What follows belongs to an exercise in optimizing a design on an open flow for small area and a short achievable clock period; a production flow would make more cautious choices.
The RTL was checked by simulation tests, not by an equivalence proof against the original design.
No activity file was given, so power comes from the tool's default toggle rates.

== job 104 ==
==> flow/design.v <==
`timescale 1ns/1ps
module wedge_fitter (
	input logic clock,
	input logic reset,
	input logic clear_status,
	input logic [22:0] data_in,  
	input logic ds,
	output logic hold,
	input logic out_re,
	output logic [22:0] data_out,  
	output logic out_valid,
	output logic out_empty,
	input logic nocut,
	input logic [12:0] chi2cut_value,
	output logic [4:0] wedge_status  
);
	logic [22:0] H;
	logic [22:0] S [15];
	logic [4:0] i_cnt, i_cnt_next;
	logic i_empty, i_one, i_full;
	logic push_i, pop_i;
	logic [22:0] s_head;
	assign push_i = ds && !i_full;
	always_ff @(posedge clock)
	begin
		if (push_i)
		begin
			S[0] <= data_in;
			for (int k = 1; k < 15; k++)
				S[k] <= S[k-1];
		end
	end
	always_comb
	begin
		s_head = '0;
		for (int k = 0; k < 15; k++)
			s_head = s_head | (S[k] & {23{i_cnt == 5'(k + 2)}});
	end
	always_ff @(posedge clock)
	begin
		if (pop_i)
			H <= (i_empty || i_one) ? data_in : s_head;
		else if (i_empty)
			H <= data_in;
	end
	always_comb
	begin
		i_cnt_next = i_cnt;
		if (push_i && !pop_i)
			i_cnt_next = i_cnt + 5'd1;
		else if (pop_i && !push_i)
			i_cnt_next = i_cnt - 5'd1;
	end
	always_ff @(posedge clock)
	begin
		if (reset)
		begin
			i_cnt <= '0;
			i_empty <= 1'b1;
			i_one <= 1'b0;
			i_full <= 1'b0;
			hold <= 1'b0;
		end
		else
		begin
			i_cnt <= i_cnt_next;
			i_empty <= (i_cnt_next == 5'd0);
			i_one <= (i_cnt_next == 5'd1);
			i_full <= (i_cnt_next == 5'd16);
			hold <= (i_cnt_next >= 5'd12);
		end
	end
	localparam logic [1:0] C_IDLE = 2'd0, C_ROAD = 2'd1, C_WAIT = 2'd2;
	logic [1:0] c_state, c_state_next;
	logic w_ee, w_ep;
	logic t_empty, t_full;
	logic f_idle;
	logic dv;  
	logic drained;
	logic start_road, cand_valid, handoff, invalid_road;
	assign w_ee = H[22];
	assign w_ep = H[21];
	assign drained = t_empty && f_idle && !dv;
	always_comb
	begin
		c_state_next = c_state;
		pop_i = 1'b0;
		start_road = 1'b0;
		cand_valid = 1'b0;
		handoff = 1'b0;
		invalid_road = 1'b0;
		case (c_state)
			C_IDLE:
			begin
				if (!i_empty && w_ee)
					c_state_next = C_WAIT;
				else if (!i_empty && !t_full)
				begin
					pop_i = 1'b1;
					if (w_ep)
						invalid_road = 1'b1;
					else
					begin
						start_road = 1'b1;
						c_state_next = C_ROAD;
					end
				end
			end
			C_ROAD:
			begin
				if (!i_empty && w_ee)
				begin
					invalid_road = 1'b1;
					c_state_next = C_WAIT;
				end
				else if (!i_empty && !t_full)
				begin
					pop_i = 1'b1;
					cand_valid = 1'b1;
					if (w_ep)
						c_state_next = C_IDLE;
				end
			end
			C_WAIT:
			begin
				if (!i_empty && drained)
				begin
					handoff = 1'b1;
					pop_i = 1'b1;
					c_state_next = C_IDLE;
				end
			end
			default: c_state_next = C_IDLE;
		endcase
	end
	always_ff @(posedge clock)
	begin
		if (reset)
			c_state <= C_IDLE;
		else
			c_state <= c_state_next;
	end
	logic [20:0] cur_road;
	logic cur_par;
	logic [12:0] best_chisq;
	logic [7:0] best_track;
	logic best_par;
	logic have_cand;
	logic take;
	logic par_h;
	logic pass_r;
	logic tpar_r;
	assign par_h = ^H[20:0];
	assign take = !have_cand || (H[20:8] < best_chisq);
	always_ff @(posedge clock)
	begin
		if (start_road)
		begin
			cur_road <= H[20:0];
			cur_par <= par_h;
		end
		if (cand_valid && take)
		begin
			best_chisq <= H[20:8];
			best_track <= H[7:0];
			best_par <= par_h;
		end
		if (cand_valid && w_ep)
		begin
			pass_r <= nocut || (take ? (H[20:8] <= chi2cut_value) : (best_chisq <= chi2cut_value));
			tpar_r <= !(cur_par ^ (take ? par_h : best_par));
		end
	end
	always_ff @(posedge clock)
	begin
		if (reset)
		begin
			have_cand <= 1'b0;
			dv <= 1'b0;
		end
		else
		begin
			dv <= cand_valid && w_ep;
			if (start_road)
				have_cand <= 1'b0;
			else if (cand_valid)
				have_cand <= 1'b1;
		end
	end
	logic [20:0] T_road [8];
	logic [20:0] T_fit [8];
	logic [3:0] t_cnt, t_cnt_next;
	logic t_push, t_pop;
	assign t_push = dv && pass_r;
	always_ff @(posedge clock)
	begin
		if (t_push)
		begin
			T_road[0] <= cur_road;
			T_fit[0] <= {best_chisq, best_track};
			for (int k = 1; k < 8; k++)
			begin
				T_road[k] <= T_road[k-1];
				T_fit[k] <= T_fit[k-1];
			end
		end
	end
	always_comb
	begin
		t_cnt_next = t_cnt;
		if (t_push && !t_pop)
			t_cnt_next = t_cnt + 4'd1;
		else if (t_pop && !t_push)
			t_cnt_next = t_cnt - 4'd1;
	end
	always_ff @(posedge clock)
	begin
		if (reset)
		begin
			t_cnt <= '0;
			t_empty <= 1'b1;
			t_full <= 1'b0;
		end
		else
		begin
			t_cnt <= t_cnt_next;
			t_empty <= (t_cnt_next == 4'd0);
			t_full <= (t_cnt_next == 4'd8);
		end
	end
	logic acc;
	logic [21:0] ee_hold;  
	always_ff @(posedge clock)
	begin
		if (reset || handoff)
			acc <= 1'b0;
		else if (t_push)
			acc <= acc ^ tpar_r;
	end
	always_ff @(posedge clock)
	begin
		if (handoff)
			ee_hold <= {H[21:9], acc, H[7:0]};
	end
	localparam logic [1:0] F_IDLE = 2'd0, F_TRK = 2'd1, F_EE = 2'd2;
	logic [1:0] f_state, f_state_next;
	logic o_full, o_empty;
	logic o_push, o_pop;
	logic [22:0] out_word;
	assign f_idle = (f_state == F_IDLE);
	always_comb
	begin
		f_state_next = f_state;
		o_push = 1'b0;
		t_pop = 1'b0;
		case (f_state)
			F_IDLE:
			begin
				if (!t_empty)
				begin
					if (!o_full)
					begin
						o_push = 1'b1;
						f_state_next = F_TRK;
					end
				end
				else if (handoff)
					f_state_next = F_EE;
			end
			F_TRK:
			begin
				if (!o_full)
				begin
					o_push = 1'b1;
					t_pop = 1'b1;
					f_state_next = F_IDLE;
				end
			end
			F_EE:
			begin
				if (!o_full)
				begin
					o_push = 1'b1;
					f_state_next = F_IDLE;
				end
			end
			default: f_state_next = F_IDLE;
		endcase
	end
	always_ff @(posedge clock)
	begin
		if (reset)
			f_state <= F_IDLE;
		else
			f_state <= f_state_next;
	end
	logic [7:0] sel_road, sel_fit;
	logic sel_ee;
	logic [20:0] t_head;
	always_ff @(posedge clock)
	begin
		for (int k = 0; k < 8; k++)
		begin
			sel_road[k] <= !reset && f_state_next == F_IDLE && t_cnt_next == 4'(k + 1);
			sel_fit[k] <= !reset && f_state_next == F_TRK && t_cnt_next == 4'(k + 1);
		end
		sel_ee <= !reset && f_state_next == F_EE;
	end
	always_comb
	begin
		t_head = '0;
		for (int k = 0; k < 8; k++)
			t_head = t_head | (T_road[k] & {21{sel_road[k]}}) | (T_fit[k] & {21{sel_fit[k]}});
		out_word = {sel_ee, sel_ee ? ee_hold[21] : (f_state == F_TRK), t_head | (ee_hold[20:0] & {21{sel_ee}})};
	end
	logic [22:0] O [16];
	logic [4:0] o_cnt, o_cnt_next;
	logic [22:0] o_head;
	assign o_pop = out_re && !o_empty;
	always_ff @(posedge clock)
	begin
		if (o_push)
		begin
			O[0] <= out_word;
			for (int k = 1; k < 16; k++)
				O[k] <= O[k-1];
		end
	end
	always_comb
	begin
		o_cnt_next = o_cnt;
		if (o_push && !o_pop)
			o_cnt_next = o_cnt + 5'd1;
		else if (o_pop && !o_push)
			o_cnt_next = o_cnt - 5'd1;
	end
	always_ff @(posedge clock)
	begin
		if (reset)
		begin
			o_cnt <= '0;
			o_empty <= 1'b1;
			o_full <= 1'b0;
			out_valid <= 1'b0;
		end
		else
		begin
			o_cnt <= o_cnt_next;
			o_empty <= (o_cnt_next == 5'd0);
			o_full <= (o_cnt_next == 5'd16);
			out_valid <= o_pop;
		end
	end
	always_comb
	begin
		o_head = '0;
		for (int k = 0; k < 16; k++)
			o_head = o_head | (O[k] & {23{o_cnt == 5'(k + 1)}});
	end
	always_ff @(posedge clock)
	begin
		data_out <= o_head;
	end
	assign out_empty = o_empty;
	logic in_ovf_seen, invalid_seen;
	always_ff @(posedge clock)
	begin
		if (clear_status || reset)
		begin
			in_ovf_seen <= 1'b0;
			invalid_seen <= 1'b0;
		end
		else
		begin
			in_ovf_seen <= in_ovf_seen | (ds && i_full);
			invalid_seen <= invalid_seen | invalid_road;
		end
	end
	assign wedge_status = {in_ovf_seen, 1'b0, invalid_seen, i_empty, o_empty};
endmodule
clock: 6.5 ns
lec_check: 0
cap_margin: 5
core_margin: 2
core_utilization: 70
cts_buf_list: sky130_fd_sc_hd__clkbuf_16
cts_cluster_diameter: 60
cts_cluster_size: 30
setup_slack_margin: 4.2
slew_margin: 5
run.sh (not shown) runs the stock make flow with config.mk's settings and CLKGATE_MAP_FILE= SYNTH_SCRIPT=/design/flow/synth_recipe.tcl, a recipe that flattens the netlist after the stock synthesis.
Job 104 went all the way through synthesis, placement and routing and the layout is clean on timing, DRC and antenna.
Edits applied to the flow inputs when going from job 104 to job 103:
--- a/flow/design.v
+++ b/flow/design.v
@@ -149,10 +149,30 @@
 	logic take;
 	logic par_h;
 	logic pass_r;
 	logic tpar_r;
+	function automatic less13(input [12:0] a, input [12:0] b);
+		reg [15:0] lt, gt;
+		integer w, i;
+		begin
+			lt = '0;
+			gt = '0;
+			for (i = 0; i < 13; i = i + 1)
+			begin
+				lt[i] = !a[i] && b[i];
+				gt[i] = a[i] && !b[i];
+			end
+			for (w = 1; w < 16; w = w * 2)
+				for (i = 0; i + w < 16; i = i + 2 * w)
+				begin
+					lt[i] = lt[i + w] || (!gt[i + w] && lt[i]);
+					gt[i] = gt[i + w] || (!lt[i + w] && gt[i]);
+				end
+			less13 = lt[0];
+		end
+	endfunction
 	assign par_h = ^H[20:0];
-	assign take = !have_cand || (H[20:8] < best_chisq);
+	assign take = !have_cand || less13(H[20:8], best_chisq);
 	always_ff @(posedge clock)
 	begin
 		if (start_road)
 		begin
@@ -166,9 +186,9 @@
 			best_par <= par_h;
 		end
 		if (cand_valid && w_ep)
 		begin
-			pass_r <= nocut || (take ? (H[20:8] <= chi2cut_value) : (best_chisq <= chi2cut_value));
+			pass_r <= nocut || (take ? !less13(chi2cut_value, H[20:8]) : !less13(chi2cut_value, best_chisq));
 			tpar_r <= !(cur_par ^ (take ? par_h : best_par));
 		end
 	end
 	always_ff @(posedge clock)
Notes after the runs:
From job 104 to job 103 the numbers moved as follows: met3 layer usage reported by global route rose 0.34 points, area overhead of the layout relative to synthesis fell by 0.92 points, maximum cell stage delay along the critical path shows an increase of 0.02 ns, wire length now smaller, static leakage power down 3.3%. Job 103 finished every stage and its layout cleared the timing, DRC and antenna checks. Global-route met2 utilization (higher): job 104. Where register-to-register slack is concerned, job 104 is better than job 103. Relative to job 104, the final cell area reported for job 103 is lower. Compared with job 104, job 103 shows net count after synthesis that has gone down slightly. Between job 104 and job 103, the global-route usage figures differ only marginally. Job 103 vs job 104 — clock period minus worst slack rose 0.043 ns.

==> separate check: timing with driven ports <==
Ports are ideal in the flow. The routed layouts listed here were re-timed in OpenROAD. Step 1 (the two cells are an assumption about what drives the block):
set clk [get_ports {clock}]
set_driving_cell -lib_cell sky130_fd_sc_hd__clkbuf_16 $clk
set_driving_cell -lib_cell sky130_fd_sc_hd__buf_2 [delete_from_list [all_inputs] $clk]
Step 2, shift: input delay + t, output delay - t, t = (earliest + latest rising clock arrival at the registers) / 2. This alone moves slack from input paths to output paths. Slacks: ideal ports / drivers / drivers and shift; pairs: ideal ports / drivers.
run | t (ns) | setup WS [ns] | slew at the worst register clock pin (ns) | worst slew at a driven data input, ns
job 104 | 0.737 | 4.037 / 3.970 / 3.480 | 0.12 / 0.12 | 0.07
job 103 | 0.735 | 3.994 / 3.930 / 3.342 | 0.12 / 0.12 | 0.10
After both steps setup and hold are still met in every run listed. For job 103, which loses most, drivers alone change the setup slack by -0.064 ns; drivers and shift together by -0.652 ns.
